Background: an optimization exercise with open tools, aiming at small area, a short achievable clock period and few clock cycles per item. Do not read the settings as production practice.
In this exercise RTL edits were held to simulation tests only and were not proved equivalent to the original.
Power is estimated from default activity; no workload was simulated.

==> flow/design.v, too long to show whole: its modules and the start of the top module <==
// module conv_top: 4040 lines
module conv_top (
  input  logic clk,
  input  logic rst_n,
  input  logic [15:0] ifmap_dat,
  input  logic ifmap_vld,
  output logic ifmap_rdy,
  input  logic [15:0] weights_dat,
  input  logic weights_vld,
  output logic weights_rdy,
  output logic [31:0] ofmap_dat,
  output logic ofmap_vld,
  input  logic ofmap_rdy
);
  // ...
==> flow/flow/run.sh <==
#!/bin/bash
# Standard layout, with one netlist step between synthesis and floorplan:
# fa_polarity.py flips full-adder cells (FA(~a,~b,~c) = ~FA(a,b,c)) so that
# fewer inverters sit between them. Registers and other cells are untouched.
set -euo pipefail
WORK=$(pwd)
R=$WORK/orfs/results/$FLOW_PLATFORM/conv_top/base
bash standard.sh synth > $WORK/flow_synth.log 2>&1
cp $R/1_2_yosys.v $WORK/yosys_standard.v
python3 $WORK/flow/fa_polarity.py $WORK/yosys_standard.v $R/1_2_yosys.v > $WORK/fa_polarity.log 2>&1
rm -f $R/1_synth.odb $R/1_synth.sdc
bash standard.sh finish > $WORK/flow_layout.log 2>&1
==> flow/flow/fa_polarity.py <==
#!/usr/bin/env python3
"""Choose the polarity of each full-adder cell in a mapped netlist so that
fewer inverters are needed, and rewrite the netlist.

A full adder is self-dual: FA(~a, ~b, ~c) = (~sum, ~carry). Synthesis leaves
inverters between adder cells wherever it picked the wrong polarity; this
flips adders (greedy local search) to remove them. Registers and all other
cells are untouched; the function of the netlist is unchanged.

usage: fa_polarity.py IN.v OUT.v
"""
import re
import sys
from collections import defaultdict

src = open(sys.argv[1]).read()

FA_RE = re.compile(r'sky130_fd_sc_hd__fa_\d+$')
INV_RE = re.compile(r'sky130_fd_sc_hd__(inv|clkinv)_\d+$')

# split module body into cell instances and other statements
m = re.search(r'(module\s+\w+\s*\(.*?\);)(.*)(endmodule)', src, re.S)
head, body, tail = src[:m.start(2)], m.group(2), src[m.end(2):]

cell_re = re.compile(r'^\s*(sky130_fd_sc_hd__\w+)\s+(\S+)\s*\((.*?)\);\s*$', re.S | re.M)
pin_re = re.compile(r'\.(\w+)\s*\(\s*(.*?)\s*\)\s*(?:,|$)', re.S)

cells = []   # [type, name, {pin: net}, span]
for cm in cell_re.finditer(body):
    pins = dict((p, n.strip()) for p, n in pin_re.findall(cm.group(3)))
    cells.append([cm.group(1), cm.group(2), pins, cm.span()])

OUTPINS = {'X', 'Y', 'Q', 'Q_N', 'SUM', 'COUT', 'HI', 'LO'}

# nets referenced outside cell instances (assigns, ports) are fixed
rest = cell_re.sub('', body)
fixed_nets = set()
for st in re.findall(r'^\s*assign\s+(.*?);', rest, re.M | re.S):
    for tok in re.findall(r'\\\S+|[A-Za-z_][\w$]*(?:\s*\[\d+(?::\d+)?\])?', st):
        fixed_nets.add(tok.strip())
out_ports = set(re.findall(r'^\s*output\s+(?:\[[^\]]*\]\s*)?(\w+)\s*;', body, re.M))
def is_port_net(net):
    b = re.sub(r'\s*\[.*$', '', net.lstrip('\\').strip())
    return b in out_ports

driver = {}
loads = defaultdict(list)  # net -> [(cell index, pin)]
for i, (t, n, pins, sp) in enumerate(cells):
    for p, net in pins.items():
        if p in OUTPINS:
            driver[net] = (i, p)
        else:
            loads[net].append((i, p))

# collapse inverters: a net driven by an inverter whose input is a plain net
def is_inv(i):
    return INV_RE.match(cells[i][0]) is not None

def base(net):
    """(root net, polarity) for a net, following inverters"""
    pol = 0
    seen = 0
    while net in driver and is_inv(driver[net][0]) and seen < 8:
        net = cells[driver[net][0]][2]['A']
        pol ^= 1
        seen += 1
    return net, pol

fas = [i for i, c in enumerate(cells) if FA_RE.match(c[0])]
fa_set = set(fas)

# inverters we may remove: all inverter cells (they are recreated as needed)
# but keep inverters whose output net is fixed (assign/port) or drives
# something we cannot re-point (we re-point any cell input pin).
removable_inv = set()
for i, c in enumerate(cells):
    if is_inv(i):
        y = c[2]['Y']
        if y in fixed_nets or is_port_net(y):
            continue
        removable_inv.add(i)

# consumers: every non-removable-inverter input pin, expressed on the root
# consumer entries: (cell idx, pin, root, need_pol)
cons = []
for i, (t, n, pins, sp) in enumerate(cells):
    if i in removable_inv:
        continue
    for p, net in pins.items():
        if p in OUTPINS:
            continue
        if net.startswith("1'b") or net in fixed_nets and net not in driver:
            # constant or port-like
            pass
        r, pol = base(net) if net not in fixed_nets else (net, 0)
        # if the path goes through a non-removable inverter, base() stops? handle
        cons.append((i, p, net, r, pol))

# root -> list of consumer indices
by_root = defaultdict(list)
for k, (i, p, net, r, pol) in enumerate(cons):
    by_root[r].append(k)

flip = defaultdict(int)  # fa cell idx -> 0/1

def root_flip(r):
    d = driver.get(r)
    if d and d[0] in fa_set:
        return flip[d[0]]
    return 0

def need(k):
    i, p, net, r, pol = cons[k]
    f = flip[i] if (i in fa_set and p in ('A', 'B', 'CIN')) else 0
    return pol ^ root_flip(r) ^ f

def root_cost(r):
    return 1 if any(need(k) for k in by_root[r]) else 0

# roots touched by each FA: its input roots and its output roots
fa_roots = {}
for i in fas:
    rs = set()
    for p in ('A', 'B', 'CIN'):
        net = cells[i][2][p]
        rs.add(base(net)[0] if net not in fixed_nets else net)
    for p in ('SUM', 'COUT'):
        rs.add(cells[i][2][p])
    fa_roots[i] = rs

total = sum(root_cost(r) for r in by_root)
sys.stderr.write("inverters before: %d cells, modelled %d\n" % (len(removable_inv), total))
def flippable(i):
    return all(not (cells[i][2][p] in fixed_nets or is_port_net(cells[i][2][p])) for p in ('SUM', 'COUT'))

for it in range(20):
    changed = 0
    for i in fas:
        if not flippable(i):
            continue
        rs = fa_roots[i]
        before = sum(root_cost(r) for r in rs)
        flip[i] ^= 1
        after = sum(root_cost(r) for r in rs)
        if after < before:
            changed += 1
            total += after - before
        else:
            flip[i] ^= 1
    if not changed:
        break
sys.stderr.write("after flips: modelled %d inverters, %d adders flipped\n" % (total, sum(flip.values())))

# ---- rewrite
# physical net of a root: FA outputs keep their net names (carrying the
# flipped value if flipped); a root needing inversion gets one new inverter
def esc(net):
    return net + ' ' if net.startswith('\\') else net

new_cells = []
inv_of = {}
cnt = [0]
def inv_net(r):
    if r not in inv_of:
        cnt[0] += 1
        nn = 'fapol_n%d' % cnt[0]
        inv_of[r] = nn
        new_cells.append('  sky130_fd_sc_hd__inv_1 fapol_i%d (\n    .A(%s),\n    .Y(%s)\n  );\n' % (cnt[0], esc(phys_root(r)), nn))
    return inv_of[r]

# flipped adders drive renamed nets (they carry the complement)
ren = {}
for i in fas:
    if flip[i]:
        for p in ('SUM', 'COUT'):
            cnt[0] += 1
            ren[cells[i][2][p]] = 'fapol_p%d' % cnt[0]

def phys_root(r):
    return ren.get(r, r)

newpins = defaultdict(dict)
for i in fas:
    if flip[i]:
        for p in ('SUM', 'COUT'):
            newpins[i][p] = ren[cells[i][2][p]]
for k, (i, p, net, r, pol) in enumerate(cons):
    nd = need(k)
    phys = inv_net(r) if nd else phys_root(r)
    if phys != net:
        newpins[i][p] = phys

out = []
pos = 0
wires = []
for i, (t, n, pins, sp) in enumerate(cells):
    out.append(body[pos:sp[0]])
    pos = sp[1]
    if i in removable_inv:
        continue
    pp = dict(pins)
    pp.update(newpins.get(i, {}))
    text = '  %s %s (\n%s\n  );' % (t, n, ',\n'.join('    .%s(%s)' % (a, esc(b)) for a, b in pp.items()))
    out.append(text)
out.append(body[pos:])
decl = ''.join('  wire %s;\n' % v for v in list(inv_of.values()) + list(ren.values()))
res = head + '\n' + decl + ''.join(out) + ''.join(new_cells) + tail
open(sys.argv[2], 'w').write(res)
sys.stderr.write("inverters after: %d\n" % len(inv_of))
==> flow/standard.sh <==
#!/bin/bash
# synth_recipe.tcl (not shown) runs the flow's synth.tcl, then flattens the netlist and writes it again
# the make line also repeats each setting of config.mk as NAME=value (left out here)
make -C /OpenROAD-flow-scripts/flow DESIGN_CONFIG=/design/flow/config.mk WORK_HOME=/design/flow/orfs CLKGATE_MAP_FILE= SYNTH_SCRIPT=/design/flow/synth_recipe.tcl "${@:-finish}"
==> flow/config.mk <==
export PLATFORM = sky130hd
export DESIGN_NAME = conv_top
export DESIGN_NICKNAME = conv_top
export VERILOG_FILES = /design/flow/design.v
export SDC_FILE = /design/flow/constraint.sdc
export NUM_CORES = 4
export LEC_CHECK = 0
export ABC_CLOCK_PERIOD_IN_PS = 2500
export CAP_MARGIN = 20
export CORE_MARGIN = 2
export CORE_UTILIZATION = 55
export SETUP_SLACK_MARGIN = 5
export SLEW_MARGIN = 20
==> flow/constraint.sdc <==
create_clock -name core_clock -period 8.0 [get_ports {clk}]
set_input_delay 1.6000 -clock core_clock [delete_from_list [all_inputs] [get_ports {clk}]]
set_output_delay 1.6000 -clock core_clock [all_outputs]
set_load 0.01 [all_outputs]
==> run summary, run 1 <==
status finished clean; Die Span X between 300 and 400 um; Top delay family on crit path adder cells; multi-input combinational area share a little over two fifths; Num CTS Buffers around 110; Crit Path Max Fanout 10; GRT overflow 0; most frequent cells in the layout dfxtp_1 (768), fa_1 (576), a22oi_1 (478), xnor2_1 (419), nand2_1 (397); DRT Pass-1 Iters 10; reg2reg setup slack approximately 5000 ps; Initial Util 55.3%; DRC 0; WL met1 around 68,000 um; Mapped Cells 4,553; Die Y between 300 and 400 um; n_diodes 0; CTS tree built; VDD IR max approximately 290 uV; biggest regs st1 (216), st2 (63); Worst Tran Pin Value around 1200 ps; Ys Warns 1; Crit path top cell by count fa_1; comb_multi_in ~2,700; Mean Syn Cell Area about 12 um^2; Hold WS about 300 ps; Area after DPL 57,700 um^2; Critical path buffers and inverters 3; worst min path class reg2reg; GR Util met1 between 40 and 50%; Layout Skew ~35 ps; Setup TNS 0 ps; critical path's slowest cell fa_2; hold depth 0
Testbench counts, summed over its fixed seeds: cycles 4,280, jobs 128.
==> run 2: changes to the inputs <==
--- a/flow/design.v
+++ b/flow/design.v
@@ -68,18 +68,19 @@
   logic [15:0] wr3_0, wr3_1, wr3_2, wr3_3;
   logic [15:0] ws0_0, ws0_1, ws0_2, ws0_3;
   logic [15:0] ws1_0, ws1_1, ws1_2, ws1_3;
   logic [15:0] ws2_0, ws2_1, ws2_2, ws2_3;
   logic [15:0] ws3_0, ws3_1, ws3_2, ws3_3;
   logic [2:0] cred;   
   logic v1, v2;
   logic [31:0] res;
-  logic [31:0] oq0, oq1, oq2;   
-  logic [1:0] q_rp, q_wp, q_n;
+  logic [31:0] oq0, oq1;   
+  logic q_rp, q_wp;
+  logic [1:0] q_n;
   logic pop, o_free, push;
   logic [215:0] st1, st1_d;
   logic [63:0] st2, st2_d;
   logic pp1;
   logic pp2;
   logic pp3;
   logic pp4;
   logic pp5;
@@ -1976,49 +1977,47 @@
   logic c1896;
   logic s1897;
   logic c1898;
   logic s1899;
   logic c1900;
   logic s1901;
   logic c1902;
   assign sfull = n_ins[4];
-  assign go = hv && (lp_oc == ph) && wval[ph] && (cred != 3'd0);
+  assign go = hv && (lp_oc == ph) && wval[ph] && (cred != 3'd0 || pop);
   assign pix_avail = (a_n == 3'd4) || (a_n == 3'd3 && x_in_v);
   assign hfree = !hv || (go && lp_oc == 2'd3);
   assign hload = pix_avail && hfree;
   assign x_moved = x_in_v && (hload || a_n != 3'd4);
   assign q_nx = a_n + {2'b00, x_in_v} + {2'b00, ifmap_rdy} - (hload ? 3'd4 : 3'd0);
   assign ins = weights_vld && weights_rdy;
   assign xfer = sfull && !sdone[ph] && (!wval[ph] || (go && lp_pix == 3'd7));
   assign n_ins_nx = (xfer && ((sdone | (4'b0001 << ph)) == 4'hf)) ? 5'd0 : n_ins + {4'b0000, ins};
   assign ph_nx = (n_ins == 5'd0 && wval == 4'd0 && !ins) ? 2'd0 : ph + 2'd1;
   assign pop = ofmap_vld && ofmap_rdy;
   assign o_free = !ofmap_vld || ofmap_rdy;
   assign push = v2;
-  logic [2:0] cred_h, cred_r;
-  logic [1:0] rp_h, rp_r, wp_h, wp_r, qn_h, qn_r;
+  logic rp_h, rp_r, wp_h, wp_r;
+  logic [1:0] qn_h, qn_r;
   logic ov_h, ov_r;
-  logic [1:0] rp_inc, wp_inc;
-  assign rp_inc = (q_rp == 2'd2) ? 2'd0 : q_rp + 2'd1;
-  assign wp_inc = (q_wp == 2'd2) ? 2'd0 : q_wp + 2'd1;
+  logic rp_inc, wp_inc;
+  assign rp_inc = !q_rp;
+  assign wp_inc = !q_wp;
   always_comb begin
-    cred_h = cred - {2'b00, go};
     if (!ofmap_vld) begin
       ov_h = (q_n != 2'd0) || push;
       rp_h = (q_n != 2'd0) ? rp_inc : q_rp;
       wp_h = (push && q_n != 2'd0) ? wp_inc : q_wp;
       qn_h = (q_n != 2'd0) ? q_n - 2'd1 + {1'b0, push} : 2'd0;
     end else begin
       ov_h = 1'b1;
       rp_h = q_rp;
       wp_h = push ? wp_inc : q_wp;
       qn_h = q_n + {1'b0, push};
     end
-    cred_r = cred - {2'b00, go} + {2'b00, ofmap_vld};
     ov_r = (q_n != 2'd0) || push;
     rp_r = (q_n != 2'd0) ? rp_inc : q_rp;
     wp_r = (push && q_n != 2'd0) ? wp_inc : q_wp;
     qn_r = q_n;
     if (q_n != 2'd0 && !push) qn_r = q_n - 2'd1;
   end
   always_ff @(posedge clk or negedge rst_n) begin
     if (!rst_n) begin
@@ -2027,22 +2026,22 @@
       a_n <= 3'd0;
       hv <= 1'b0;
       lp_oc <= 2'd0;
       lp_pix <= 3'd0;
       weights_rdy <= 1'b0;
       n_ins <= 5'd0;
       sdone <= 4'd0;
       wval <= 4'd0;
-      cred <= 3'd4;
+      cred <= 3'd3;
       v1 <= 1'b0;
       v2 <= 1'b0;
       ofmap_vld <= 1'b0;
-      q_rp <= 2'd0;
-      q_wp <= 2'd0;
+      q_rp <= 1'b0;
+      q_wp <= 1'b0;
       q_n <= 2'd0;
     end else begin
       x_in_v <= ifmap_rdy ? ifmap_vld : (x_in_v && !x_moved);
       ifmap_rdy <= (q_nx <= 3'd4);
       if (hload) begin
         hv <= 1'b1;
         a_n <= (a_n == 3'd4 && x_in_v) ? 3'd1 : 3'd0;
       end else begin
@@ -2058,17 +2057,17 @@
       if (xfer) begin
         sdone <= ((sdone | (4'b0001 << ph)) == 4'hf) ? 4'd0 : (sdone | (4'b0001 << ph));
         wval[ph] <= 1'b1;
       end else if (go && lp_pix == 3'd7) begin
         wval[ph] <= 1'b0;
       end
       v1 <= go;
       v2 <= v1;
-      cred <= ofmap_rdy ? cred_r : cred_h;
+      cred <= cred - {2'b00, go} + {2'b00, pop};
       ofmap_vld <= ofmap_rdy ? ov_r : ov_h;
       q_rp <= ofmap_rdy ? rp_r : rp_h;
       q_wp <= ofmap_rdy ? wp_r : wp_h;
       q_n <= ofmap_rdy ? qn_r : qn_h;
     end
   end
   always_ff @(posedge clk) begin
     if (ifmap_rdy) x_in <= ifmap_dat;
@@ -4025,19 +4024,18 @@
   assign st2_d = {c1900, c1898, s1897, s1895, s1893, c1890, c1888, s1887, s1885, s1883, s1881, s1879, s1877, s1875, s1873, s1871, s1869, s1867, s1865, s1863, s1861, s1859, s1857, s1855, s1853, s1851, s1849, s1847, s1845, s1843, 1'b0, st1[1], s1901, s1899, c1896, c1894, c1892, s1891, s1889, c1886, c1884, c1882, c1880, c1878, c1876, c1874, c1872, c1870, c1868, c1866, c1864, c1862, c1860, c1858, c1856, c1854, c1852, c1850, c1848, c1846, c1844, st1[5], st1[2], st1[0]};
   always_ff @(posedge clk) begin
     st1 <= st1_d;
     st2 <= st2_d;
   end
   assign res = st2[31:0] + st2[63:32];
   always_ff @(posedge clk) begin
     if (o_free) begin
-      if (q_n != 2'd0) ofmap_dat <= (q_rp == 2'd0) ? oq0 : ((q_rp == 2'd1) ? oq1 : oq2);
+      if (q_n != 2'd0) ofmap_dat <= q_rp ? oq1 : oq0;
       else ofmap_dat <= res;
     end
     if (push) begin
-      if (q_wp == 2'd0) oq0 <= res;
-      if (q_wp == 2'd1) oq1 <= res;
-      if (q_wp == 2'd2) oq2 <= res;
+      if (!q_wp) oq0 <= res;
+      else oq1 <= res;
     end
   end
 endmodule
 `default_nettype wire
==> run 2 against run 1 <==
Effect of this change:
- first-iteration DRC count shrank 12%
- critical path depth shrank 1
- largest cell class unchanged
- global-route usage shrank 1.3 points
- power shrank 7.7%
- via count shrank 2.3%
- synthesized cell count shrank 1.0%
==> run summary, run 2 <==
status finished clean (unchanged); Initial Util 55.3% (about the same); vias in the first global route 36,200 (was 37,000); Reg-to-Reg Start h2[17] (was h0[5]); Util after Layout 64.1% (was 64.0%); Post-Layout Cell Count 6,025 (was 6,155); crit share post-route 37.6% (was 37.5%); largest net degree at the start of global routing 73 (unchanged); reg2reg path depth 6 (was 7); Hold Path Origin ws1_3[6] (was wr1_1[3]); Fillers 7,695 (was 7,884); CP required 8560 ps (about the same); fmax 332 MHz (was 333 MHz); Period minus WS final 3010 ps (was 3000 ps); commonest non-fill, non-tap cell in the layout dfxtp_1 (unchanged); reg2reg setup slack 4990 ps (was 5000 ps); Final setup viols 0 (unchanged); Port Buffers 71 (unchanged); Top delay family on crit path adder cells (unchanged); Mapped Cells 4,506 (was 4,553); syn_nets 5,221 (was 5,269); Die Y 320 um (was 323 um); crit path cell chain clkinvlp_4 > buf_4 > fa_1 > fa_1 > fa_1 > inv_1 (was clkinvlp_4 > buf_4 > xnor2_1 > fa_1 > inv_1 > fa_2 > fa_1); Most flops, register st1 (unchanged); GRT Resource Usage Total 32.7% (was 34.1%); type of origin of the critical path flop (unchanged); Area after DPL 56,600 um^2 (was 57,700 um^2); CP max stage delay 800 ps (was 650 ps); crit path DAT 3570 ps (was 3560 ps); RSZ-0062 raised after global routing yes (unchanged); DRT iter0 DRCs 3,845 (was 4,378); DRT Pass-1 Iters 7 (was 10); Routed Antenna Nets 0 (unchanged); Layout Skew 86.7 ps (was 34.6 ps); Worst Setup Path Type reg2reg (unchanged); final total power 25.2 mW (was 27.3 mW); Crit Path Max Fanout 3 (was 10); clock sink total 1,100 (was 1,134); CTS tree built (unchanged); layout cells sized above 1 15.0% (about the same); Slew Viols, Final 0 (unchanged); GP Congestion 0.989 (was 1.00); fin area 63,800 um^2 (was 64,900 um^2); GRT overflow 0 (unchanged); R2R Path End st1[45] (was st1[61]); Num CTS Buffers 107 (was 113); Die Span X 320 um (was 323 um); hold depth 0 (unchanged); max reg flops 216 (unchanged); Worst Tran Pin Value 1050 ps (was 1230 ps); Crit. End Element flop (unchanged); core footprint 99,600 um^2 (was 101,000 um^2); DRC 0 (unchanged); drt total wl 166,000 um (was 176,000 um); clk buf depth 3 (unchanged); Crit path top cell by count fa_1 (unchanged); most frequent cells in the layout dfxtp_1 (765), fa_1 (570), a22oi_1 (482), xnor2_1 (412), nand2_1 (392) (was dfxtp_1 (768), fa_1 (576), a22oi_1 (478), xnor2_1 (419), nand2_1 (397)); Cells after DPL 5,588 (was 5,700); DR vias 35,300 (was 36,100); detailed placement HPWL 116,000 um (was 120,000 um); IO Count 72 (unchanged); biggest regs st1 (216), st2 (63) (unchanged); Setup TNS 0 ps (unchanged); die area 103,000 um^2 (was 104,000 um^2); synthesized area 55,000 um^2 (was 56,000 um^2); antenna violations before repair 2 (was 3); Ys Warns 1 (unchanged); Max Cap Viol 0 (unchanged); synthesis-to-finish area growth 15.9% (about the same); Fin. Hold Viols 0 (unchanged); vias per std cell 5.86 (was 5.87); Layout Nets 5,347 (was 5,406); Worst Hold End ws1_2[6] (was wr1_0[3]); Std-Cell Rows 116 (was 117); root buffer cell clkbuf_16 (unchanged); Critical path buffers and inverters 3 (unchanged); first-pass GRT wire length 243,000 um (was 254,000 um); clock latency at the later pin of the worst-skew pair 740 ps (was 710 ps); CTS clk-pin slew, worst paths 60 ps (was 80 ps); H-tree levels 3 (unchanged); Slew HR 29.9% (was 17.1%); wire length per cell 27.6 um (was 28.5 um); Mean Syn Cell Area 12.2 um^2 (was 12.3 um^2); worst min path class reg2reg (unchanged); Leak Pwr 24.7 nW (was 25.1 nW); power per cell area 396 nW/um^2 (was 421 nW/um^2); VDD IR max 330 uV (was 289 uV); critical path's slowest cell fa_1 (was fa_2)
## run 2: cell count changes in the layout (fill, tap and decap cells not counted), moves of 7 or more
cell / delta
dlygate4sd2_1: +11
o21ai_0: -12
buf_4: -18
edfxtp_1: -32
a21oi_1: -25
a21o_1: +8
clkdlybuf4s15_1: -10
xnor2_1: -7
nor3_1: +12
fa_2: +7
## run 2: where the power goes
| part | switching (mW) | internal (mW) | leakage (nW) | total (mW) |
|---|---|---|---|---|
| sequential | 0.753 | 7.79 | 9.49 | 8.54 |
| clock | 2.16 | 3.05 | 1.87 | 5.21 |
| combinational | 6.54 | 4.93 | 13.4 | 11.5 |
## run 2: metal layers
| layer | share of wire [%] | up-vias | global-route usage, % |
|---|---|---|---|
| met5 | 0.016 | - | 0.0473 |
| met4 | 5.5 | 4 | 15.4 |
| met3 | 12 | 631 | 11.1 |
| met2 | 43 | 2265 | 48.3 |
| met1 | 40 | 17300 | 43.7 |
| li1 | - | 15100 | - |
## run 2: what timing repair did
item	CTS	global route
cloned	2	0
setup endpoints to repair	489	152
buffers inserted	222	8
resized for setup	142	85
pin swaps	4	20
hold buffers	0	0
## run 2: cell type report
type                            count  area, um^2  share of cell area, %
Multi-Input combinational cell   2729       27800                   43.5
Sequential cell                  1100       25000                   39.2
Timing Repair Buffer              386        4320                   6.77
Clock buffer                      154        3210                   5.04
Tap cell                         1298        1620                   2.55
Inverter                          308        1210                   1.91
Clock inverter                     47         609                  0.955
Antenna cell                        3        7.51                 0.0118
## run 2: worst max-delay path by stage
stage	from	endpoint	slack, ps	cells past startpoint
6_report	h2[17]	st1[45]	4990	6
5_1_grt	h0[5]	st1[88]	4920	7
4_1_cts	ifmap_rdy	ifmap_rdy	4980	2
3_5_place_dp	ofmap_rdy	weights_rdy	3320	8
3_3_place_gp	ofmap_rdy	weights_rdy	3390	8
2_1_floorplan	ofmap_rdy	h0[0]	3620	4
## run 2: metrics by stage
step	setup slack, ps	hold slack, ps
5_1_grt	4920	313
2_1_floorplan	3620	310
3_3_place_gp	3390	310
3_5_place_dp	3320	312
4_1_cts	4980	310
6_report	4990	308
Testbench counts of run 2, summed over its fixed seeds: cycles 4,280, jobs 128.
==> run 3: changes to the inputs <==
--- a/flow/config.mk
+++ b/flow/config.mk
@@ -5,6 +5,7 @@
 export SDC_FILE = /design/flow/constraint.sdc
 export NUM_CORES = 4
 export LEC_CHECK = 0
+export ABC_AREA = 1
 export ABC_CLOCK_PERIOD_IN_PS = 2500
 export CAP_MARGIN = 20
 export CORE_MARGIN = 2
==> run 3 against run 2 <==
Effect of this change:
- largest cell class unchanged
- sequential share of layout area decreased by 2.0 points
- sequential power shrank 2.7%
- clock power grew 4.6%
- largest power group is now sequential cells
- highest routed layer unchanged
==> run summary, run 3 <==
biggest regs st1 (216), st2 (63) (unchanged); Period minus WS final 3100 ps (was 3010 ps); root buffer cell clkbuf_16 (unchanged); reg2reg setup slack 4900 ps (was 4990 ps); power per cell area 327 nW/um^2 (was 396 nW/um^2); Std-Cell Rows 115 (was 116); commonest non-fill, non-tap cell in the layout dfxtp_1 (unchanged); Die Span X 318 um (was 320 um); worst min path class reg2reg (unchanged); GRT overflow 0 (unchanged); Most flops, register st1 (unchanged); R2R Path End st1[182] (was st1[45]); DR vias 38,000 (was 35,300); Initial Util 55.4% (was 55.3%); reg2reg path depth 8 (was 6); final total power 22.0 mW (was 25.2 mW); Num CTS Buffers 107 (unchanged); core footprint 98,100 um^2 (was 99,600 um^2); most frequent cells in the layout dfxtp_1 (764), xor2_1 (549), fa_1 (529), nand2_1 (491), inv_1 (452) (was dfxtp_1 (765), fa_1 (570), a22oi_1 (482), xnor2_1 (412), nand2_1 (392)); Port Buffers 71 (unchanged); Fin. Hold Viols 0 (unchanged); crit path DAT 3730 ps (was 3570 ps); fmax 323 MHz (was 332 MHz); Worst Tran Pin Value 966 ps (was 1050 ps); Routed Antenna Nets 0 (unchanged); Final setup viols 0 (unchanged); Crit. End Element flop (unchanged); synthesized area 54,400 um^2 (was 55,000 um^2); H-tree levels 3 (unchanged); Setup TNS 0 ps (unchanged); CP required 8630 ps (was 8560 ps); clk buf depth 3 (unchanged); RSZ-0062 raised after global routing yes (unchanged); Crit Path Max Fanout 5 (was 3); max reg flops 216 (unchanged); VDD IR max 389 uV (was 330 uV); Max Cap Viol 0 (unchanged); Leak Pwr 28.3 nW (was 24.7 nW); detailed placement HPWL 130,000 um (was 116,000 um); layout cells sized above 1 21.4% (was 15.0%); DRC 0 (unchanged); syn_nets 5,472 (was 5,221); IO Count 72 (unchanged); DRT Pass-1 Iters 9 (was 7); DRT iter0 DRCs 4,648 (was 3,845); crit share post-route 38.7% (was 37.6%); wire length per cell 27.3 um (was 27.6 um); drt total wl 180,000 um (was 166,000 um); Die Y 318 um (was 320 um); type of origin of the critical path flop (unchanged); die area 101,000 um^2 (was 103,000 um^2); largest net degree at the start of global routing 59 (was 73); GP Congestion 1.06 (was 0.989); GRT Resource Usage Total 35.3% (was 32.7%); hold buffer count at CTS 0 (unchanged); clock latency at the later pin of the worst-skew pair 750 ps (was 740 ps); vias per std cell 5.77 (was 5.86); CTS clk-pin slew, worst paths 80 ps (was 60 ps); Reg-to-Reg Start h1[19] (was h2[17]); Mapped Cells 4,757 (was 4,506); vias in the first global route 38,100 (was 36,200); Slew HR 35.5% (was 29.9%); antenna violations before repair 7 (was 2); Critical Path Sink st1[182] (was st1[45]); Layout Skew 86.8 ps (was 86.7 ps); Layout Nets 5,931 (was 5,347); Worst Setup Path Type reg2reg (unchanged); first-pass GRT wire length 259,000 um (was 243,000 um); synthesis-to-finish area growth 23.4% (was 15.9%); Worst Setup SP h1[19] (was h2[17]); Ys Warns 1 (unchanged); clock sink total 1,100 (unchanged); CTS tree built (unchanged); Slew Viols, Final 0 (unchanged); Mean Syn Cell Area 11.4 um^2 (was 12.2 um^2); status finished clean (unchanged)
[run 3: report_power, final]
group	leakage (nW)	switching, mW	internal, mW
clock network	1.95	2.22	3.23
logic	16.8	4.70	3.49
registers	9.56	0.636	7.67
[run 3: metrics by stage]
stage	std cells	utilization [%]	cell area [um^2]	setup slack (ps)	hold slack, ps
2_1_floorplan	4757	-	54500	4070	310
3_3_place_gp	5924	57.1	56100	3310	309
3_5_place_dp	5924	57.1	56100	3230	312
4_1_cts	6545	66.8	65600	4940	304
5_1_grt	6594	68.4	67100	4840	313
6_report	6596	68.4	67100	4900	285
[run 3: worst max-delay path, stage by stage (launching register included)]
cell and delay [ps]:
edfxtp_1 500, clkinvlp_4 190, buf_4 190, o22ai_1 230, xor2_1 280, fa_2 550, fa_1 500, fa_1 520
inv_1 40
[run 3: cell type report]
cell class	instances	area (um^2)
inverter	620	2920
timing repair buffer	573	6450
clock buffer	146	3210
multi-input combinational	2810	27100
tap	1287	1610
fill	7231	31000
sequential	1100	25000
timing repair inverter	4	27.5
clock inverter	54	768
antenna	2	5.00
[run 3: metal layers]
layer	vias to the layer above	global-route usage, %	routed length [um]
met4	10	18.9	13400
met3	767	13.4	23800
li1	16300	-	-
met1	18500	45.8	68100
met5	-	0.946	167
met2	2472	51.3	74400
[run 3: how the worst min path moves through the flow]
stage                    from   endpoint  slack [ps]  cells after the start
CTS                  wr2_1[4]   wr2_0[4]         300                      0
global route         wr2_1[4]   wr2_0[4]         310                      0
finish               wr2_1[4]   wr2_0[4]         290                      0
detailed placement  wr0_2[12]  wr0_1[12]         310                      0
floorplan              st1[0]     st2[0]         310                      0
global placement     ws1_1[1]   ws1_0[1]         310                      0
[run 3: repair_timing]
item | CTS | global route
endpoints found under the setup margin | 415 | 136
cloned | 6 | 4
setup buffers | 415 | 44
pin swaps | 33 | 144
gates resized for setup | 291 | 218
==> run 4: changes to the inputs <==
--- a/flow/config.mk
+++ b/flow/config.mk
@@ -5,10 +5,11 @@
 export SDC_FILE = /design/flow/constraint.sdc
 export NUM_CORES = 4
 export LEC_CHECK = 0
-export ABC_AREA = 1
 export ABC_CLOCK_PERIOD_IN_PS = 2500
 export CAP_MARGIN = 20
 export CORE_MARGIN = 2
-export CORE_UTILIZATION = 55
+export CORE_UTILIZATION = 62
+export CTS_CLUSTER_DIAMETER = 100
+export CTS_CLUSTER_SIZE = 20
 export SETUP_SLACK_MARGIN = 5
 export SLEW_MARGIN = 20
==> run 4 against run 3 <==
Effect of this change:
- area after synthesis is 1.2% higher
- global-route usage is 0.99 points higher
- sequential share of layout area is 3.1 points higher
- clock power is 37% lower
- critical path depth is 2 lower
- cell count is 12% lower
- critical path type unchanged
- critical endpoint is now st1[69]
==> run summary, run 4 <==
worst min path class reg2reg (unchanged); Mean Syn Cell Area 12.2 um^2 (was 11.4 um^2); type of origin of the critical path flop (unchanged); max reg flops 216 (unchanged); DRC 0 (unchanged); Slew Viols, Final 0 (unchanged); crit path DAT 3590 ps (was 3730 ps); Initial Util 62.4% (was 55.4%); CTS clk-pin slew, worst paths 80 ps (about the same); Net Sw Power 9.27 mW (was 7.56 mW); final total power 23.6 mW (was 22.0 mW); RSZ-0062 raised after global routing yes (unchanged); detailed placement HPWL 112,000 um (was 130,000 um); synthesized area 55,000 um^2 (was 54,400 um^2); Port Buffers 71 (unchanged); commonest non-fill, non-tap cell in the layout dfxtp_1 (unchanged); Hold WS 286 ps (was 285 ps); Sw Ratio 39.2% (was 34.4%); critical path's slowest cell fa_1 (was fa_2); first-pass GRT wire length 239,000 um (was 259,000 um); reg2reg setup slack 4980 ps (was 4900 ps); layout cells sized above 1 13.7% (was 21.4%); Ys Warns 1 (unchanged); CP required 8570 ps (was 8630 ps); drt total wl 164,000 um (was 180,000 um); Period minus WS final 3020 ps (was 3100 ps); core footprint 88,200 um^2 (was 98,100 um^2); GRT overflow 0 (unchanged); Most flops, register st1 (unchanged); register share of total power 36.7% (was 37.8%); Clk pwr share 14.6% (was 24.8%); GR Util met1 46.9% (was 45.8%); power per cell area 381 nW/um^2 (was 327 nW/um^2); Reg-to-Reg Start wr2_0[4] (was h1[19]); Worst Tran Pin Value 1090 ps (was 966 ps); Post-Layout Cell Count 5,816 (was 6,596); Gate power share 48.7% (was 37.3%); fmax 331 MHz (was 323 MHz); IO Count 72 (unchanged); clock sink total 1,100 (unchanged); syn_nets 5,221 (was 5,472); Die Y 302 um (was 318 um); vias in the first global route 36,600 (was 38,100); Crit. End Element flop (unchanged); most frequent cells in the layout dfxtp_1 (754), fa_1 (577), a22oi_1 (480), xnor2_1 (419), nand2_1 (392) (was dfxtp_1 (764), xor2_1 (549), fa_1 (529), nand2_1 (491), inv_1 (452)); die area 91,200 um^2 (was 101,000 um^2); Setup TNS 0 ps (unchanged); Crit Path Max Fanout 18 (was 5); crit share post-route 37.7% (was 38.7%); CP max stage delay 740 ps (was 550 ps); GP Congestion 1.02 (was 1.06); VDD IR max 296 uV (was 389 uV); synthesis-to-finish area growth 12.7% (was 23.4%); Leak Pwr 23.9 nW (was 28.3 nW); Fillers 6,259 (was 7,231); GR Util met3 13.5% (was 13.4%); Die Span X 302 um (was 318 um); hold depth 0 (unchanged); gr busiest metal met2 (unchanged); total internal power 14.4 mW (about the same); Worst Hold End wr1_0[9] (was wr2_0[4]); DR vias 35,800 (was 38,000); Std-Cell Rows 109 (was 115); H-tree levels 3 (unchanged); reg2reg path depth 6 (was 8); Hold Path Origin wr1_1[9] (was wr2_1[4]); R2R Path End st1[69] (was st1[182]); antenna violations before repair 8 (was 7); Worst Setup Path Type reg2reg (unchanged); Cells after DPL 5,437 (was 5,924); Slew HR 27.3% (was 35.5%); largest net degree at the start of global routing 66 (was 59); GR met2 Demand/Resource 53.4% (was 51.3%); Fin. Hold Viols 0 (unchanged); Mapped Cells 4,506 (was 4,757); Layout Nets 5,329 (was 5,931); root buffer cell clkbuf_16 (unchanged); GRT Resource Usage Total 36.3% (was 35.3%); Layout Skew 56.7 ps (was 86.8 ps); biggest regs st1 (216), st2 (63) (unchanged); Num CTS Buffers 67 (was 107); wire length per cell 28.1 um (was 27.3 um); Crit path top cell by count fa_1 (unchanged); clock latency at the later pin of the worst-skew pair 680 ps (was 750 ps); DRT iter0 DRCs 4,196 (was 4,648); status finished clean (unchanged); DRT Pass-1 Iters 7 (was 9); Final setup viols 0 (unchanged); crit path cell chain a22oi_1 > xor2_1 > fa_1 > fa_1 > fa_1 > inv_1 (was clkinvlp_4 > buf_4 > o22ai_1 > xor2_1 > fa_2 > fa_1 > fa_1 > inv_1); Max Cap Viol 0 (unchanged); Routed Antenna Nets 0 (unchanged); CTS tree built (unchanged); clk buf depth 3 (unchanged); vias per std cell 6.15 (was 5.77)
## run 4: critical path: cells and delay by family (launching register included)
kind,cells,cell delay [ps]
AOI/OAI and AO/OA,1,160
xor gates and xnor gates,1,190
adders and majority gates,3,1760
buffers and inverters,1,40
DFF,1,730
## run 4: how the worst max path moves through the flow
stage                  startpoint             to  slack (ps)
finish                   wr2_0[4]        st1[69]        4980
detailed placement      ofmap_rdy         h0[21]        3100
CTS                 ofmap_dat[10]  ofmap_dat[10]        5000
global placement        ofmap_rdy          h3[2]        3130
global route            ofmap_rdy        cred[2]        4940
floorplan               ofmap_rdy          h0[0]        3620
## run 4: area by class of cell
| class | instances | area [um^2] | share of cell area (%) |
|---|---|---|---|
| Inverter | 308 | 1220 | 1.96 |
| Timing Repair Buffer | 406 | 4490 | 7.24 |
| Antenna cell | 3 | 7.51 | 0.0121 |
| Clock buffer | 92 | 1790 | 2.89 |
| Sequential cell | 1100 | 25000 | 40.4 |
| Clock inverter | 11 | 225 | 0.363 |
| Tap cell | 1165 | 1460 | 2.35 |
| Multi-Input combinational cell | 2731 | 27800 | 44.8 |
## run 4: metrics by stage
step	setup slack, ps	cell area, um^2	utilization [%]
after detailed placement	3100	56300	63.8
after global placement	3130	56300	63.8
after CTS	5000	61400	69.6
after floorplan	3620	55100	-
after global routing	4940	62000	70.3
final	4980	62000	70.3
## run 4: power by group through the flow
| stage | clock [mW] | sequential (mW) | combinational (mW) |
|---|---|---|---|
| after floorplan | 0 | 8.40 | 7.68 |
| after global placement | 0 | 8.72 | 10.9 |
| after detailed placement | 0 | 8.77 | 11.3 |
| after CTS | 3.53 | 8.66 | 11.4 |
| after global routing | 3.73 | 8.82 | 13.0 |
| final | 3.46 | 8.67 | 11.5 |
## run 4: timing repair
action                                  4_1_cts  5_1_grt
gates cloned                                  4        0
endpoints found under the setup margin      499       90
buffers inserted                            237       32
hold buffers                                  0        0
endpoints found under the hold margin         0        0
gates resized for setup                     132       74
pin swaps                                    11       12
## run 4: layer usage
metal / up-vias / wire length (um)
li1: 15000 / -
met1: 17500 / 62200
met2: 2473 / 69600
met3: 763 / 21300
met4: 6 / 10300
met5: - / 155
==> run 5: changes to the inputs <==
--- a/flow/config.mk
+++ b/flow/config.mk
@@ -11,5 +11,5 @@
 export CORE_UTILIZATION = 62
 export CTS_CLUSTER_DIAMETER = 100
 export CTS_CLUSTER_SIZE = 20
-export SETUP_SLACK_MARGIN = 5
+export SETUP_SLACK_MARGIN = 4.85
 export SLEW_MARGIN = 20
==> run 5 against run 4 <==
Effect of this change:
- die area is the same
- combinational power hardly changed
- still clean
- design area decreased by 1.3%
- clock skew grew 7.6 ps
==> run summary, run 5 <==
drt total wl 158,000 um (was 164,000 um); Mapped Cells 4,506 (unchanged); largest net degree at the start of global routing 69 (was 66); Mean Syn Cell Area 12.2 um^2 (unchanged); biggest regs st1 (216), st2 (63) (unchanged); pre-CTS setup slack 3140 ps (was 3100 ps); Crit Path Max Fanout 18 (unchanged); status finished clean (unchanged); detailed placement HPWL 112,000 um (about the same); antenna violations before repair 3 (was 8); GRT Resource Usage Total 35.0% (was 36.3%); Die Y 302 um (unchanged); Util after Layout 69.4% (was 70.3%); type of origin of the critical path flop (unchanged); Layout Skew 64.3 ps (was 56.7 ps); max reg flops 216 (unchanged); Ys Warns 1 (unchanged); CTS tree built (unchanged); H-tree levels 3 (unchanged); clock sink total 1,100 (unchanged); Worst Tran Pin Value 1100 ps (was 1090 ps); die area 91,200 um^2 (unchanged); Top delay family on crit path adder cells (unchanged); crit path cell chain a22oi_1 > xnor2_1 > fa_1 > fa_1 > fa_1 > inv_1 (was a22oi_1 > xor2_1 > fa_1 > fa_1 > fa_1 > inv_1); Slew HR 26.7% (was 27.3%); GP Congestion 1.03 (was 1.02); syn_nets 5,221 (unchanged); Leak Pwr 23.5 nW (was 23.9 nW); CP required 8540 ps (was 8570 ps); Most flops, register st1 (unchanged); Max Cap Viol 0 (unchanged); wire length per cell 27.5 um (was 28.1 um); hold buffer count at CTS 0 (unchanged); Reg-to-Reg Start wr2_0[5] (was wr2_0[4]); Slew Viols, Final 0 (unchanged); Final setup viols 0 (unchanged); Die Span X 302 um (unchanged); CTS clk-pin slew, worst paths 80 ps (about the same); crit path DAT 3690 ps (was 3590 ps); Setup TNS 0 ps (unchanged); synthesis-to-finish area growth 11.2% (was 12.7%); Critical path buffers and inverters 1 (unchanged); Initial Util 62.4% (unchanged); CP max stage delay 800 ps (was 740 ps); vias in the first global route 35,800 (was 36,600); crit share post-route 39.4% (was 37.7%); fmax 318 MHz (was 331 MHz); final total power 23.5 mW (was 23.6 mW); GRT overflow 0 (unchanged); Num CTS Buffers 68 (was 67); Worst Setup Path Type reg2reg (unchanged); Std-Cell Rows 109 (unchanged); DRC 0 (unchanged); Fillers 6,370 (was 6,259); worst min path class reg2reg (unchanged); root buffer cell clkbuf_16 (unchanged); core footprint 88,200 um^2 (unchanged); Routed Antenna Nets 0 (unchanged); IO Count 72 (unchanged); Hold WS 319 ps (was 286 ps); Post-Layout Cell Count 5,748 (was 5,816); DR vias 35,000 (was 35,800); RSZ-0062 raised after global routing yes (unchanged); Period minus WS final 3150 ps (was 3020 ps); clk buf depth 3 (unchanged); most frequent cells in the layout dfxtp_1 (756), fa_1 (591), a22oi_1 (482), xnor2_1 (426), nand2_1 (392) (was dfxtp_1 (754), fa_1 (577), a22oi_1 (480), xnor2_1 (419), nand2_1 (392)); vias per std cell 6.09 (was 6.15); critical path's slowest cell dfxtp_2 (was fa_1); DRT iter0 DRCs 4,358 (was 4,196); commonest non-fill, non-tap cell in the layout dfxtp_1 (unchanged); synthesized area 55,000 um^2 (unchanged); power per cell area 384 nW/um^2 (was 381 nW/um^2); DRT Pass-1 Iters 6 (was 7); Layout Nets 5,262 (was 5,329); clock latency at the later pin of the worst-skew pair 690 ps (was 680 ps); Port Buffers 71 (unchanged); Crit. End Element flop (unchanged); Cells after DPL 5,439 (was 5,437); Fin. Hold Viols 0 (unchanged); Worst Setup SP wr2_0[5] (was wr2_0[4]); VDD IR max 273 uV (was 296 uV); Area after DPL 56,300 um^2 (about the same); layout cells sized above 1 11.7% (was 13.7%); fin area 61,200 um^2 (was 62,000 um^2); Hold Path Origin wr1_2[3] (was wr1_1[9]); post-route setup slack 4850 ps (was 4980 ps); first-pass GRT wire length 232,000 um (was 239,000 um); Crit path top cell by count fa_1 (unchanged)
==> run 5: area by class of cell <==
class / count / area [um^2] / share of cell area, %
diodes: 1 / 2.50 / 0.00409
clock buffers: 91 / 1790 / 2.92
clock inverters: 14 / 310 / 0.507
inverters: 308 / 1220 / 1.99
multi-input cells: 2729 / 27600 / 45.1
flip-flops and latches: 1100 / 25000 / 40.8
well taps: 1165 / 1460 / 2.38
repair buffers: 340 / 3860 / 6.31
==> run 5: path summary, 6_finish.rpt <==
| kind | endpoint | slack (ps) | cells after the start |
|---|---|---|---|
| max | st1[109] | 4850 | 6 |
| min | wr1_1[3] | 320 | 0 |
| max reg2reg | st1[109] | 4850 | 6 |
| min reg2reg | wr1_1[3] | 320 | 0 |
| max in group asynchronous | q_rp | 6660 | 1 |
| min in group asynchronous | lp_pix[0] | 910 | 1 |
==> run 5: metal layers <==
layer	track usage [%]	vias to the layer above	part of all wire [%]
li1	-	14900	-
met1	47.0	17100	39
met2	51.8	2376	43
met3	10.8	628	12
met4	18.0	0	6.1
met5	0	-	0
==> run 5: worst register-to-register path, delay by kind of cell (launching register included) <==
family          cells  cell delay [ps]
xor+xnor            1              200
buf+inv             1               50
compound gates      1              240
flops               1              800
fa+ha+maj           3             1720
==> run 5: power by group <==
part | switching (mW) | total [mW] | internal [mW]
clock | 1.88 | 3.53 | 1.65
sequential | 0.800 | 8.58 | 7.78
combinational | 6.47 | 11.4 | 4.89
total | 9.15 | 23.5 | 14.3
==> run 5: repair_timing <==
action / in CTS / in global routing
pin swaps: 1 / 1
gates resized for setup: 86 / 25
setup buffers: 152 / 51
endpoints found under the setup margin: 412 / 183
==> run 6: changes to the inputs <==
--- a/flow/config.mk
+++ b/flow/config.mk
@@ -8,8 +8,8 @@
 export ABC_CLOCK_PERIOD_IN_PS = 2500
 export CAP_MARGIN = 20
 export CORE_MARGIN = 2
-export CORE_UTILIZATION = 62
+export CORE_UTILIZATION = 68
 export CTS_CLUSTER_DIAMETER = 100
 export CTS_CLUSTER_SIZE = 20
-export SETUP_SLACK_MARGIN = 4.85
+export SETUP_SLACK_MARGIN = 5
 export SLEW_MARGIN = 20
==> run 6 against run 5 <==
Effect of this change:
- core utilization rose by 7.1 points
- non-clock buffer count is 35 higher
- count of clock-buffer cells in the layout down 5
- maximum frequency up 0.68%
- critical path type unchanged
- first-iteration DRC count up 21%
- sequential power is 1% higher
- area after synthesis stayed put
- flip-flop and latch count unchanged
- synthesized cell count stayed put
==> run summary, run 6 <==
Layout Nets 5,290 (was 5,262); clock latency at the later pin of the worst-skew pair 700 ps (was 690 ps); wire length per cell 28.8 um (was 27.5 um); Die Span X 288 um (was 302 um); Post-Layout Cell Count 5,667 (was 5,748); Worst Setup SP wr2_0[4] (was wr2_0[5]); Most flops, register st1 (unchanged); vias in the first global route 37,200 (was 35,800); Reg-to-Reg Start wr2_0[4] (was wr2_0[5]); Clk pwr share 13.5% (was 15.1%); first-pass GRT wire length 238,000 um (was 232,000 um); H-tree levels 2 (was 3); GRT overflow 0 (unchanged); vias per std cell 6.41 (was 6.09); Sw Ratio 39.3% (was 39.0%); syn_nets 5,221 (unchanged); most frequent cells in the layout dfxtp_1 (749), fa_1 (573), a22oi_1 (481), xnor2_1 (411), nand2_1 (392) (was dfxtp_1 (756), fa_1 (591), a22oi_1 (482), xnor2_1 (426), nand2_1 (392)); Leak Pwr 23.6 nW (was 23.5 nW); Crit. End Element flop (unchanged); type of origin of the critical path flop (unchanged); Area after DPL 56,100 um^2 (was 56,300 um^2); total internal power 14.2 mW (was 14.3 mW); Initial Util 68.5% (was 62.4%); Slew HR 27.8% (was 26.7%); CTS tree built (unchanged); DRT iter0 DRCs 5,252 (was 4,358); Die Y 288 um (was 302 um); commonest non-fill, non-tap cell in the layout dfxtp_1 (unchanged); drt total wl 163,000 um (was 158,000 um); core footprint 80,300 um^2 (was 88,200 um^2); fin area 61,400 um^2 (was 61,200 um^2); root buffer cell clkbuf_16 (unchanged); Net Sw Power 9.21 mW (was 9.15 mW); Max Cap Viol 0 (unchanged); register share of total power 37.1% (was 36.5%); clock sink total 1,100 (unchanged); IO Count 72 (unchanged); DR vias 36,300 (was 35,000); Slew Viols, Final 0 (unchanged); power per cell area 381 nW/um^2 (was 384 nW/um^2); crit share post-route 39.1% (was 39.4%); detailed placement HPWL 111,000 um (was 112,000 um); synthesized area 55,000 um^2 (unchanged); Final setup viols 0 (unchanged); Hold Path Origin wr1_1[14] (was wr1_2[3]); synthesis-to-finish area growth 11.6% (was 11.2%); crit path DAT 3670 ps (was 3690 ps); Cells after DPL 5,323 (was 5,439); DRT Pass-1 Iters 8 (was 6); worst min path class reg2reg (unchanged); Setup TNS 0 ps (unchanged); Util after Layout 76.5% (was 69.4%); antenna violations before repair 12 (was 3); Worst Setup Path Type reg2reg (unchanged); Gate power share 49.4% (was 48.4%); Std-Cell Rows 104 (was 109); GRT Resource Usage Total 39.5% (was 35.0%); fmax 320 MHz (was 318 MHz); Num CTS Buffers 61 (was 68); largest net degree at the start of global routing 69 (unchanged); VDD IR max 271 uV (was 273 uV); Mean Syn Cell Area 12.2 um^2 (unchanged); CTS clk-pin slew, worst paths 80 ps (about the same); status finished clean (unchanged); max reg flops 216 (unchanged); Fin. Hold Viols 0 (unchanged); Routed Antenna Nets 0 (unchanged); clk buf depth 3 (unchanged); Ys Warns 1 (unchanged); GP Congestion 1.04 (was 1.03); layout cells sized above 1 13.2% (was 11.7%); Worst Tran Pin Value 1080 ps (was 1100 ps); die area 83,200 um^2 (was 91,200 um^2); Port Buffers 71 (unchanged); CP required 8540 ps (about the same); Layout Skew 75.5 ps (was 64.3 ps); Mapped Cells 4,506 (unchanged); Period minus WS final 3130 ps (was 3150 ps); RSZ-0062 raised after global routing yes (unchanged); DRC 0 (unchanged); biggest regs st1 (216), st2 (63) (unchanged); Crit Path Max Fanout 18 (unchanged)
## run 6: per-layer routing
layer / GRT usage (%) / wire (um) / vias to the layer above
li1: - / - / 14900
met1: 52.2 / 60200 / 17700
met2: 57.4 / 68900 / 2777
met3: 15.8 / 23600 / 857
met4: 18.8 / 10500 / 10
met5: 0 / 117 / -
## run 6: path summary, 6_finish.rpt
kind                              to  slack [ps]  cells past startpoint
hold / removal             wr1_0[14]         320                      0
setup reg to reg            st1[109]        4870                      6
max in group asynchronous       q_rp        6600                      1
setup / recovery            st1[109]        4870                      6
hold reg to reg            wr1_0[14]         320                      0
min in group asynchronous     x_in_v         900                      1
## run 6: area by class of cell
type | count | area, um^2
diodes | 3 | 7.51
clock buffers | 86 | 1620
clock inverters | 6 | 115
fillers | 5102 | 18900
inverters | 308 | 1220
multi-input cells | 2729 | 27800
flip-flops and latches | 1100 | 25100
well taps | 1060 | 1330
repair buffers | 375 | 4250
## run 6: worst max-delay path, stage by stage, from the launching register on
cell and delay (ps):
dfxtp_2 780, a22oi_1 240, xnor2_2 210, fa_2 660, fa_1 460, fa_1 540
inv_1 50
## run 6: power by group through the flow
stage | logic (mW) | registers [mW] | clock network (mW)
final | 11.6 | 8.69 | 3.16
after CTS | 11.4 | 8.67 | 3.21
after global placement | 10.8 | 8.72 | 0
after detailed placement | 11.3 | 8.79 | 0
after floorplan | 7.68 | 8.40 | 0
after global routing | 13.0 | 8.83 | 3.40
## run 6: stage by stage
step | power [mW] | worst slack, ps | hold slack (ps)
2_1_floorplan | 16.1 | 3620 | 310
3_3_place_gp | 19.6 | 3140 | 310
3_5_place_dp | 20.1 | 3080 | 312
4_1_cts | 23.3 | 4990 | 323
5_1_grt | 25.2 | 4860 | 323
6_report | 23.4 | 4870 | 323
## run 6: timing repair
item                       4_1_cts  5_1_grt
gates cloned                     2        1
setup buffers                  243        3
hold buffers                     0        0
pin swaps                        4       16
setup endpoints to repair      505      110
gates resized for setup        147       94
==> run 7: changes to the inputs <==
--- a/flow/config.mk
+++ b/flow/config.mk
@@ -5,10 +5,10 @@
 export SDC_FILE = /design/flow/constraint.sdc
 export NUM_CORES = 4
 export LEC_CHECK = 0
-export ABC_CLOCK_PERIOD_IN_PS = 2500
+export ABC_CLOCK_PERIOD_IN_PS = 2000
 export CAP_MARGIN = 20
 export CORE_MARGIN = 2
-export CORE_UTILIZATION = 68
+export CORE_UTILIZATION = 62
 export CTS_CLUSTER_DIAMETER = 100
 export CTS_CLUSTER_SIZE = 20
 export SETUP_SLACK_MARGIN = 5
==> run 7 against run 6 <==
Effect of this change:
- still clean on timing, DRC and antenna
- critical path depth unchanged
- register-to-register slack better by 110 ps
- die area increased by 9.5%
- first-iteration DRC count down 20%
- wire length is 0.25% higher
- core utilization shrank 6.2 points
- critical path type unchanged
- largest power group unchanged
==> run summary, run 7 <==
status finished clean (unchanged); Num CTS Buffers 67 (was 61); worst min path class reg2reg (unchanged); Crit Path Max Fanout 18 (unchanged); largest net degree at the start of global routing 66 (was 69); Routed Antenna Nets 0 (unchanged); GP Congestion 1.02 (was 1.04); VDD IR max 296 uV (was 271 uV); Clk pwr share 14.6% (was 13.5%); Most flops, register st1 (unchanged); Layout Nets 5,329 (was 5,290); pre-CTS setup slack 3100 ps (was 3080 ps); GRT Resource Usage Total 36.3% (was 39.5%); wire length per cell 28.1 um (was 28.8 um); drt total wl 164,000 um (was 163,000 um); synthesized area 55,000 um^2 (unchanged); Final setup viols 0 (unchanged); most frequent cells in the layout dfxtp_1 (754), fa_1 (577), a22oi_1 (480), xnor2_1 (419), nand2_1 (392) (was dfxtp_1 (749), fa_1 (573), a22oi_1 (481), xnor2_1 (411), nand2_1 (392)); IO Count 72 (unchanged); Fillers 6,259 (was 5,102); CP max stage delay 740 ps (was 780 ps); total internal power 14.4 mW (was 14.2 mW); met2 WL 69,600 um (was 68,900 um); crit share post-route 37.7% (was 39.1%); max reg flops 216 (unchanged); core footprint 88,200 um^2 (was 80,300 um^2); Register Area 25,000 um^2 (was 25,100 um^2); DRT iter0 DRCs 4,196 (was 5,252); multi-input combinational cell area 27,800 um^2 (about the same); clk buf depth 3 (unchanged); CTS clk-pin slew, worst paths 80 ps (about the same); detailed placement HPWL 112,000 um (was 111,000 um); Slew HR 27.3% (was 27.8%); biggest regs st1 (216), st2 (63) (unchanged); post-route setup slack 4980 ps (was 4870 ps); crit path cell chain a22oi_1 > xor2_1 > fa_1 > fa_1 > fa_1 > inv_1 (was a22oi_1 > xnor2_2 > fa_2 > fa_1 > fa_1 > inv_1); Slew Viols, Final 0 (unchanged); Crit path top cell by count fa_1 (unchanged); commonest non-fill, non-tap cell in the layout dfxtp_1 (unchanged); crit path DAT 3590 ps (was 3670 ps); Layout Skew 56.7 ps (was 75.5 ps); Worst Setup Path Type reg2reg (unchanged); Max Cap Viol 0 (unchanged); critical path's slowest cell fa_1 (was dfxtp_2); Crit. End Element flop (unchanged); synthesis-to-finish area growth 12.7% (was 11.6%); Fin. Hold Viols 0 (unchanged); reg2reg path depth 6 (unchanged); Gate power share 48.7% (was 49.4%); Leak Pwr 23.9 nW (was 23.6 nW); root buffer cell clkbuf_16 (unchanged); Port Buffers 71 (unchanged); WL met1 62,200 um (was 60,200 um); CTS tree built (unchanged); Ys Warns 1 (unchanged); DR vias 35,800 (was 36,300); register share of total power 36.7% (was 37.1%); layout cells sized above 1 13.7% (was 13.2%); fmax 331 MHz (was 320 MHz); Period minus WS final 3020 ps (was 3130 ps); Setup TNS 0 ps (unchanged); DRT Pass-1 Iters 7 (was 8); first-pass GRT wire length 239,000 um (was 238,000 um); RSZ-0062 raised after global routing yes (unchanged); CP required 8570 ps (was 8540 ps); Mapped Cells 4,506 (unchanged); uppermost routed layer met5 (unchanged); DRC 0 (unchanged); Net Sw Power 9.27 mW (was 9.21 mW); die area 91,200 um^2 (was 83,200 um^2); vias in the first global route 36,600 (was 37,200); Die Y 302 um (was 288 um); H-tree levels 3 (was 2); clock sink total 1,100 (unchanged); vias per std cell 6.15 (was 6.41); GRT overflow 0 (unchanged); Mean Syn Cell Area 12.2 um^2 (unchanged); antenna violations before repair 8 (was 12); routed wl met3 21,300 um (was 23,600 um); Initial Util 62.4% (was 68.5%); syn_nets 5,221 (unchanged); hold depth 0 (unchanged); power per cell area 381 nW/um^2 (about the same); Die Span X 302 um (was 288 um); Sw Ratio 39.2% (was 39.3%); type of origin of the critical path flop (unchanged); Worst Tran Pin Value 1090 ps (was 1080 ps); clock latency at the later pin of the worst-skew pair 680 ps (was 700 ps); Std-Cell Rows 109 (was 104)
## run 7: critical path, delay by kind of cell (launching register included)
family,cells,cell delay (ps)
buffers and inverters,1,40
XOR/XNOR,1,190
AO/OA/AOI/OAI,1,160
flip-flops,1,730
adder cells (fa/ha/maj),3,1760
## run 7: metrics by stage
| step | std cells | instance area (um^2) | power (mW) | hold slack (ps) | util, % |
|---|---|---|---|---|---|
| floorplan | 4506 | 55100 | 16.1 | 310 | - |
| global placement | 5437 | 56300 | 19.6 | 310 | 63.8 |
| detailed placement | 5437 | 56300 | 20.0 | 312 | 63.8 |
| CTS | 5781 | 61400 | 23.6 | 282 | 69.6 |
| global route | 5813 | 62000 | 25.6 | 278 | 70.3 |
| finish | 5816 | 62000 | 23.6 | 286 | 70.3 |
## run 7: power groups by stage
stage	logic, mW	clock network, mW	registers (mW)
detailed placement	11.3	0	8.77
finish	11.5	3.46	8.67
global route	13.0	3.73	8.82
floorplan	7.68	0	8.40
CTS	11.4	3.53	8.66
global placement	10.9	0	8.72
## run 7: timing repair
item | CTS | global route
resized for setup | 132 | 74
pin swaps | 11 | 12
gates cloned | 4 | 0
setup endpoints to repair | 499 | 90
hold buffers | 0 | 0
setup buffers | 237 | 32
hold endpoints to repair | 0 | 0
## run 7: final timing paths
| path | startpoint | end | slack, ps |
|---|---|---|---|
| max | wr2_0[4] | st1[69] | 4980 |
| min | wr1_1[9] | wr1_0[9] | 290 |
| max reg2reg | wr2_0[4] | st1[69] | 4980 |
| min reg2reg | wr1_1[9] | wr1_0[9] | 290 |
| max in group asynchronous | rst_n | q_rp | 6280 |
| min in group asynchronous | rst_n | ph[0] | 1060 |
## run 7: cell type report
| type | count | area share (%) |
|---|---|---|
| timing repair buffer | 406 | 7.24 |
| antenna | 3 | 0.0121 |
| inverter | 308 | 1.96 |
| multi-input combinational | 2731 | 44.8 |
| clock inverter | 11 | 0.363 |
| clock buffer | 92 | 2.89 |
| tap | 1165 | 2.35 |
| sequential | 1100 | 40.4 |
## run 7: metal layers
layer / GRT usage (%) / vias to the layer above
li1: - / 15000
met1: 46.9 / 17500
met2: 53.4 / 2473
met3: 13.5 / 763
met4: 19.4 / 6
met5: 0 / -
==> run 8: changes to the inputs <==
==> flow/flow/run.sh (replaced) <==
#!/bin/bash
# Standard layout with two changes:
#  - one netlist step between synthesis and floorplan: fa_polarity.py flips
#    full-adder cells (FA(~a,~b,~c) = ~FA(a,b,c)) so that fewer inverters sit
#    between them; registers and other cells are untouched;
#  - repair_timing aims for a setup slack margin of MARGIN ns (the clock and
#    all constraints stay the design's).
set -euo pipefail
MARGIN=5.1
WORK=$(pwd)
R=$WORK/orfs/results/$FLOW_PLATFORM/conv_top/base
sed "s/SETUP_SLACK_MARGIN=[0-9.]*/SETUP_SLACK_MARGIN=$MARGIN/" standard.sh > $WORK/flow_standard_margin.sh
grep -q "SETUP_SLACK_MARGIN=$MARGIN" $WORK/flow_standard_margin.sh
bash $WORK/flow_standard_margin.sh synth > $WORK/flow_synth.log 2>&1
cp $R/1_2_yosys.v $WORK/yosys_standard.v
python3 $WORK/flow/fa_polarity.py $WORK/yosys_standard.v $R/1_2_yosys.v > $WORK/fa_polarity.log 2>&1
rm -f $R/1_synth.odb $R/1_synth.sdc
bash $WORK/flow_standard_margin.sh finish > $WORK/flow_layout.log 2>&1
--- a/flow/config.mk
+++ b/flow/config.mk
@@ -5,7 +5,7 @@
 export SDC_FILE = /design/flow/constraint.sdc
 export NUM_CORES = 4
 export LEC_CHECK = 0
-export ABC_CLOCK_PERIOD_IN_PS = 2000
+export ABC_CLOCK_PERIOD_IN_PS = 2500
 export CAP_MARGIN = 20
 export CORE_MARGIN = 2
 export CORE_UTILIZATION = 62
==> run 8 against run 7 <==
Effect of this change:
- design area grew 0.62%
- wire length increased by 0.85%
- non-clock buffer count up 1
- setup slack improved by 67 ps
- clock skew is 27 ps lower
- count of clock-buffer cells in the layout decreased by 3
- via count fell by 0.22%
- cell count is essentially flat
- area after synthesis stayed put
- critical path depth fell by 4
==> run summary, run 8 <==
detailed placement HPWL 113,000 um (was 112,000 um); DRT Pass-1 Iters 7 (unchanged); largest net degree at the start of global routing 69 (was 66); routed wl met3 22,800 um (was 21,300 um); CP required 6400 ps (was 8570 ps); multi-input combinational cell area 28,000 um^2 (was 27,800 um^2); Leak Pwr 24.0 nW (was 23.9 nW); VDD IR max 275 uV (was 296 uV); synthesis-to-finish area growth 13.4% (was 12.7%); first-pass GRT wire length 240,000 um (was 239,000 um); core footprint 88,200 um^2 (unchanged); Mapped Cells 4,506 (unchanged); CTS clk-pin slew, worst paths 90 ps (was 80 ps); DR vias 35,700 (was 35,800); H-tree levels 3 (unchanged); Crit Path Max Fanout 2 (was 18); Slew HR 29.7% (was 27.3%); power per cell area 379 nW/um^2 (was 381 nW/um^2); Port Buffers 71 (unchanged); Mean Syn Cell Area 12.2 um^2 (unchanged); Reg-to-Reg Start h2[5] (was wr2_0[4]); Std-Cell Rows 109 (unchanged); uppermost routed layer met5 (unchanged); met2 WL 69,500 um (was 69,600 um); Routed Antenna Nets 0 (unchanged); RSZ-0062 raised after global routing yes (unchanged); drt total wl 165,000 um (was 164,000 um); most frequent cells in the layout dfxtp_1 (751), fa_1 (571), a22oi_1 (451), xnor2_1 (411), nand2_1 (391) (was dfxtp_1 (754), fa_1 (577), a22oi_1 (480), xnor2_1 (419), nand2_1 (392)); layout cells sized above 1 15.6% (was 13.7%); Max Cap Viol 0 (unchanged); Ys Warns 1 (unchanged); clk buf depth 3 (unchanged); GRT Resource Usage Total 36.6% (was 36.3%); Setup TNS 0 ps (unchanged); crit path DAT 1350 ps (was 3590 ps); CTS tree built (unchanged); Hold Path Origin wr1_1[13] (was wr1_1[9]); root buffer cell clkbuf_16 (unchanged); crit share post-route 36.9% (was 37.7%); Fin. Hold Viols 0 (unchanged); WL met1 61,700 um (was 62,200 um); Worst Tran Pin Value 1050 ps (was 1090 ps); Die Span X 302 um (unchanged); wire length per cell 28.4 um (was 28.1 um); biggest regs st1 (216), st2 (63) (unchanged); Worst Setup SP ifmap_rdy (was wr2_0[4]); DRT iter0 DRCs 4,089 (was 4,196); syn_nets 5,221 (unchanged); clock latency at the later pin of the worst-skew pair 690 ps (was 680 ps); vias in the first global route 36,400 (was 36,600); Initial Util 62.4% (unchanged); worst min path class reg2reg (unchanged); Layout Skew 29.3 ps (was 56.7 ps); Die Y 302 um (unchanged); DRC 0 (unchanged); Final setup viols 0 (unchanged); vias per std cell 6.14 (was 6.15); type of origin of the critical path flop (unchanged); fmax 339 MHz (was 331 MHz); Period minus WS final 2950 ps (was 3020 ps); Worst Setup Path Type reg2out (was reg2reg); GRT overflow 0 (unchanged); Register Area 25,100 um^2 (was 25,000 um^2); clock sink total 1,100 (unchanged); status finished clean (unchanged); Fillers 6,251 (was 6,259); Most flops, register st1 (unchanged); IO Count 72 (unchanged); antenna violations before repair 6 (was 8); Hold WS 316 ps (was 286 ps); Crit. End Element output pin (was flop); commonest non-fill, non-tap cell in the layout dfxtp_1 (unchanged); Slew Viols, Final 0 (unchanged); Num CTS Buffers 67 (unchanged); synthesized area 55,000 um^2 (unchanged); GP Congestion 1.03 (was 1.02); Layout Nets 5,328 (was 5,329); die area 91,200 um^2 (unchanged); max reg flops 216 (unchanged)
## run 8: timing repair
| item | 4_1_cts | 5_1_grt |
|---|---|---|
| hold buffers | 0 | 0 |
| gates resized for setup | 243 | 140 |
| cloned | 2 | 2 |
| pin swaps | 12 | 69 |
| buffers inserted | 253 | 19 |
| setup endpoints to repair | 558 | 200 |
## run 8: power breakdown
| group | total [mW] | leakage (nW) | internal (mW) | switching (mW) |
|---|---|---|---|---|
| logic | 11.5 | 13.5 | 4.96 | 6.51 |
| clock network | 3.50 | 0.972 | 1.62 | 1.88 |
| registers | 8.65 | 9.50 | 7.78 | 0.873 |
## run 8: layout make-up
cell class	count	area share, %
clock inverter	12	0.443
inverter	308	1.99
timing repair buffer	407	7.26
clock buffer	89	2.82
tap	1165	2.34
multi-input combinational	2729	45.0
sequential	1100	40.2
antenna	1	0.00401
## run 8: worst paths after layout
path,endpoint,slack [ps],cells after the start
worst max-delay path,ifmap_rdy,5050,2
worst min-delay path,wr1_0[13],320,0
min in group asynchronous,lp_pix[1],920,1
worst max register to register,st1[99],5050,8
max in group asynchronous,q_rp,6620,1
worst min register to register,wr1_0[13],320,0
## run 8: critical path, cell delays in order, from the launching register on
cell and delay (ps):
dfrtp_2 430, buf_12 140, buf_6 110
## run 8: metal layers
metal | vias up | global-route usage [%]
met1 | 17400 | 47.7
met5 | - | 0
li1 | 15000 | -
met4 | 2 | 18.3
met3 | 766 | 14.5
met2 | 2493 | 53.3
## run 8: metrics by stage
| step | setup WS (ps) | total power, mW | std cells | cell area [um^2] | utilization [%] |
|---|---|---|---|---|---|
| 6_report | 5050 | 23.6 | 5811 | 62400 | 70.7 |
| 5_1_grt | 5010 | 25.5 | 5810 | 62400 | 70.7 |
| 4_1_cts | 5040 | 23.6 | 5788 | 61700 | 70.0 |
| 3_5_place_dp | 3270 | 20.0 | 5432 | 56300 | 63.8 |
| 3_3_place_gp | 3350 | 19.7 | 5432 | 56300 | 63.8 |
| 2_1_floorplan | 3620 | 16.1 | 4506 | 55200 | - |

==> static timing again, ports no longer ideal <==
The results above use ideal ports. As a check the final layouts listed here were re-extracted and re-timed, cells and wires unchanged.
Step 1 (the two cells are an assumption about what drives the block):
set clk [get_ports {clk}]
set_driving_cell -lib_cell sky130_fd_sc_hd__clkbuf_16 $clk
set_driving_cell -lib_cell sky130_fd_sc_hd__buf_2 [delete_from_list [all_inputs] $clk]
Step 2 adds t to the input delays and takes it off the output delays; t is the mean of the earliest and latest rising clock arrival at the registers after step 1. Input paths then give back, and output paths get back, about the clock's delay inside the block.
Slacks: ideal ports / drivers / drivers and shift; pairs: ideal ports / drivers.
| run | t (ns) | slack for setup (ns) | worst hold slack (ns) | clock arrival spread, ns | cell pins on the clock port's net |
|---|---|---|---|---|---|
| run 1 | 0.769 | 4.997 / 4.979 / 4.520 | 0.309 / 0.309 / 0.309 | 0.035 / 0.036 | 1 |
| run 2 | 0.764 | 4.992 / 4.949 / 4.289 | 0.308 / 0.308 / 0.308 | 0.089 / 0.089 | 1 |
| run 3 | 0.775 | 4.904 / 4.904 / 4.363 | 0.285 / 0.285 / 0.285 | 0.087 / 0.087 | 1 |
| run 4 | 0.732 | 4.983 / 4.959 / 4.303 | 0.286 / 0.286 / 0.286 | 0.057 / 0.056 | 1 |
| run 5 | 0.730 | 4.851 / 4.823 / 4.221 | 0.319 / 0.319 / 0.319 | 0.073 / 0.073 | 1 |
| run 6 | 0.736 | 4.872 / 4.872 / 4.327 | 0.323 / 0.323 / 0.323 | 0.076 / 0.075 | 1 |
| run 7 | 0.732 | 4.983 / 4.959 / 4.303 | 0.286 / 0.286 / 0.286 | 0.057 / 0.056 | 1 |
| run 8 | 0.742 | 5.050 / 4.982 / 4.394 | 0.316 / 0.316 / 0.316 | 0.034 / 0.034 | 1 |
After both steps setup and hold are still met in every run listed. The setup slack of run 2, which loses most, moves by -0.043 ns with the drivers and by -0.703 ns with both steps.
